From an optimization exercise on the open Yosys and OpenROAD flow, aimed at small area; shortcuts taken in it are not production practice. The RTL was checked by simulation tests, not by an equivalence proof against the original design. No activity file was given, so power comes from the tool's default toggle rates.

== run 1 ==
Design rv3n_core_top, start of the top module:
module rv3n_core_top (
	input  logic                   i_clk,
	input  logic                   i_rst,
	input  logic                   i_req,
	input  logic [2:0]             i_op,
	input  logic [5-1:0] i_rd,
	input  logic [5-1:0] i_rs0,
	input  logic [5-1:0] i_rs1,
	input  logic                   i_use_imm,
	input  logic [32-1:0]  i_imm,
	input  logic                   i_hold,
	output logic                   o_ready,
	output logic                   o_wb_valid,
	output logic [5-1:0] o_wb_rd,
	output logic [32-1:0]  o_wb_data
);
	localparam int NL = 4 + 1;
	logic [NL-1:0]                  l_valid;
	logic [NL-1:0][5-1:0] l_rd;
	logic [NL-1:0][32-1:0]  l_result;
	logic                  step;
	logic                  run;
	logic [32-1:0] opa;
	logic [32-1:0] opb;
	logic [32-1:0] alu_res;
	genvar k;
	rv3n_gsr u_gsr (
		.i_clk      (i_clk),
		.i_clr      (!run),
		.i_rs0      (i_rs0),
		.o_rs0_data (opa),
		.i_rs1      (i_rs1),
		.i_use_imm  (i_use_imm),
		.i_imm      (i_imm),
		.o_opb_data (opb),
		.i_we       (step && l_valid[0]),
		.i_wr_rd    (l_rd[0]),
		.i_wr_data  (l_result[0])
	);
	rv3n_alu u_alu (
		.i_op  (i_op),
		.i_zero(i_rst),
		.i_a   (opa),
		.i_b   (opb),
		.o_res (alu_res)
	);
	rv3n_issue u_issue (
		.i_clk     (i_clk),
		.i_rst     (i_rst),
		.i_req     (i_req),
		.i_op      (i_op),
		.i_rd      (i_rd),
		.i_rs0     (i_rs0),
		.i_rs1     (i_rs1),
		.i_use_imm (i_use_imm),
		.i_hold    (i_hold),
		.o_ready   (o_ready),
  ...
Size: about 1,200 flip-flops, roughly 0.049 sq mm of cells after synthesis.
Settings: LEC_CHECK=0, CAP_MARGIN=10, CORE_MARGIN=2, CORE_UTILIZATION=45, CTS_CLUSTER_DIAMETER=100, CTS_CLUSTER_SIZE=25, PLACE_DENSITY=0.6, SLEW_MARGIN=10, SYNTH_HIERARCHICAL=1; clock period 8.0 ns.
standard.sh (not shown) runs the stock make flow with config.mk's settings and CLKGATE_MAP_FILE= SYNTH_SCRIPT=/design/flow/synth_recipe.tcl, a recipe that flattens the netlist after the stock synthesis.
==> flow/flow/run.sh <==
#!/bin/bash
# Layout flow: the standard flow (standard.sh: standard synthesis,
# floorplan, power grid, placement, CTS, routing), with one change: the
# buffers that placement puts on every input and output port are
# sky130_fd_sc_hd__buf_1 instead of the flow's default choice.
# make's full output goes to standard.log; each ORFS step keeps its own
# log under orfs/logs/.
set -euo pipefail
bash standard.sh \
	"BUFFER_PORTS_ARGS=-buffer_cell sky130_fd_sc_hd__buf_1" \
	finish > standard.log 2>&1
Run 1 has completed all stages; timing, DRC and antenna checks passed.
Relative to run 1, the following input files were edited for run 2:
Settings: CAP_MARGIN changed from 10 to 0; GPL_ROUTABILITY_DRIVEN newly set to 0; SLEW_MARGIN changed from 10 to 0.
Results
- Each of the runs, namely run 2 and run 1, reached the end of the flow and came out clean.
- Row core utilization: run 2 lower / run 1 higher
- Run 2: first-iteration DRC count 395 above run 1
- Post-route cell area of run 2 falls short of that of run 1 slightly.
- Looking at non-clock buffer count across run 2 and run 1, the one that comes out lower is run 2.
- Power share of the clock group (lower): run 1
- Run 2 reports a higher layout clock buffer count than run 1 does.
- Summary of the comparison: routed wire length is lower in run 2, relative to run 1.
- Looking at slew at the pin with the worst max-slew slack, run 2 sits below run 1.
- Row worst relative slew slack: run 2 higher / run 1 lower
--- input diff run 2..run 3 ---
Settings: GPL_ROUTABILITY_DRIVEN removed (was 0).
Findings:
- Run 3 against run 2; average wire length per cell after detail routing is up by a few percent.
- Compared with run 2, in run 3 iteration-0 DRC count of the detailed router shrank by 4.7%, total non-filler cell area in the finished layout saw little to no change, TritonCTS buffer count rose 1, length of routed met3 wiring -about 0.7%.
- There was hardly any difference in number of nets in the final layout between run 3 and run 2.
- The sequential share of layout area was comparable across run 2 and run 3.
- For relative area change from synthesis to final layout, run 2 and run 3 come out practically identical.
- Smallest setup slack after layout: run 3 < run 2
- Compared with run 2, in run 3 post-synthesis async set-or-reset flop share held steady; met2 layer wire length in the routed design now sits higher.
Input changes introduced in run 4 (baseline for comparison: run 3):
Settings: swapping 0 for 10 in CAP_MARGIN; putting GPL_ROUTABILITY_DRIVEN at 0 where nothing was set; swapping 0 for 10 in SLEW_MARGIN.
Findings:
- Taking run 3 as the reference point, the total CTS buffers of run 4 falls by 1.
- Of the two values seen for worst setup path endpoint, u_issue.result_q[31]$_DFFE_PP_ was produced by run 4 and u_issue.result_q[10]$_DFFE_PP_ by run 3.
- Run 4 -> run 3: die area delta 0, exact match
- Run 3 → run 4: portion of total power attributed to combinational logic has increased; share of the clock period used by the worst path dropped 0.27 points; number of vias per cell saw little to no change.
- Final area was higher in run 4 than in run 3.
- Between run 3 and run 4, the post-place instance area does not differ in any meaningful way.
- A worst setup path startpoint of i_rs1[3] is what run 4 shows, while i_rs1[2] belongs to run 3.
- Diff run 3 -> run 4 | critical-path maximum fanout | increase of 2
- Run 3 → run 4: power density normalized to cell area has decreased; routed wire length on met2 down 3400 microns; fraction of area in non-clock buffers saw an increase.
--- input diff run 4..run 5 ---
Settings: a deleted GPL_ROUTABILITY_DRIVEN that had been 0; a change of SLEW_MARGIN from 10 to 20; a change of CAP_MARGIN from 10 to 20.
Findings:
Diff run 4 -> run 5: number of non-clock buffers in the layout saw an increase; cell area increased 0.66%; transition time of the tightest slew-check pin shows a reduction of 0.15 ns; met3 layer wire length in the routed design decreased 630 microns; share of cell area taken by flip-flops and latches moved down. Re routed wire length: run 5 is 3.1% up on run 4. Compared with run 4, in run 5 net switching power climbed 89 uW; power per standard cell area climbed 0.33%; final period demand of the worst path dropped 0.14 ns. Run 5 vs. run 4: first-pass GRT wire length climbed 2.6%; power now larger.

========
Another version of the RTL of rv3n_core_top (not shown whole).
Size in the first run: roughly 94 I/O pins, roughly 0.049 mm² of cells after synthesis.
clock: 8.0 ns
lec_check: 0
cap_margin: 20
core_margin: 2
core_utilization: 45
cts_cluster_diameter: 100
cts_cluster_size: 25
place_density: 0.6
slew_margin: 20
synth_hierarchical: 1
run.sh (not shown) runs the stock make flow with config.mk's settings and CLKGATE_MAP_FILE= SYNTH_SCRIPT=/design/flow/synth_recipe.tcl, a recipe that flattens the netlist after the stock synthesis.
Stock flow here: none of the scripts above is used.
The first run produced a clean layout.
Next try:
==> flow/flow/run.sh (new file) <==
#!/bin/bash
# Layout flow: the standard flow (standard.sh: standard synthesis,
# floorplan, power grid, placement, CTS, routing), with one change: the
# buffers that placement puts on every input and output port are
# sky130_fd_sc_hd__buf_1 instead of the flow's default choice.
# make's full output goes to standard.log; each ORFS step keeps its own
# log under orfs/logs/.
set -euo pipefail
bash standard.sh \
	"BUFFER_PORTS_ARGS=-buffer_cell sky130_fd_sc_hd__buf_1" \
	finish > standard.log 2>&1
==> flow/standard.sh (new file) <==
#!/bin/bash
# synth_recipe.tcl (not shown) runs the flow's synth.tcl, then flattens the netlist and writes it again
# the make line also repeats each setting of config.mk as NAME=value (left out here)
make -C /OpenROAD-flow-scripts/flow DESIGN_CONFIG=/design/flow/config.mk WORK_HOME=/design/flow/orfs CLKGATE_MAP_FILE= SYNTH_SCRIPT=/design/flow/synth_recipe.tcl "${@:-finish}"
removed: flow/run.sh
Effect:
- The new run completed with no timing, DRC or antenna violations
- clock-buffer cell count came out lower by 2
- non-clock buffer count came out lower by 44
- final area came out lower by 2.4%
- maximum frequency came out higher by 4.8%
- register-to-register slack gains 0.35 ns
- total power came out lower by 1.8%
- cell count came out lower by 0.93%
- sequential power barely changes
- combinational power came out lower by 8.8%
- core utilization came out lower by 1.2 points

## afterwards: timing with drivers on the ports
No port has a modelled driver above. Below, the same layouts with a new extraction and two added sets of constraints. Step 1 sets driving cells, clkbuf_16 on the clock port and buf_2 on the other inputs (assumed; they add their load-dependent delay and slew). Step 2, shift: input delay + t, output delay - t, t = (earliest + latest rising clock arrival at the registers) / 2. This alone moves slack from input paths to output paths. Slacks: no drivers / after step 1 / after step 2; pairs: no drivers / after step 1.
run | t, ns | setup slack, ns | slew at the worst register clock pin (ns) | worst slew at a driven data input, ns | cell pins on the clock port's net
run 1 | 0.774 | 0.998 / 1.045 / 0.271 | 0.10 / 0.10 | 0.08 | 1
run 2 | 0.766 | 0.966 / 1.003 / 0.237 | 0.11 / 0.11 | 0.07 | 1
run 3 | 0.773 | 0.925 / 0.973 / 0.200 | 0.10 / 0.10 | 0.08 | 1
run 4 | 0.771 | 0.947 / 0.983 / 0.212 | 0.11 / 0.11 | 0.07 | 1
run 5 | 0.791 | 1.087 / 1.129 / 0.338 | 0.10 / 0.10 | 0.08 | 1
the first run of note 2 | 0.790 | 0.782 / 0.837 / 0.047 | 0.10 / 0.10 | 0.09 | 1
the second run of note 2 | 0.771 | 1.116 / 1.168 / 0.397 | 0.11 / 0.11 | 0.11 | 1
After both steps setup and hold are still met in every run listed. For run 5, which loses most, drivers alone change the setup slack by +0.042 ns; drivers and shift together by -0.749 ns.
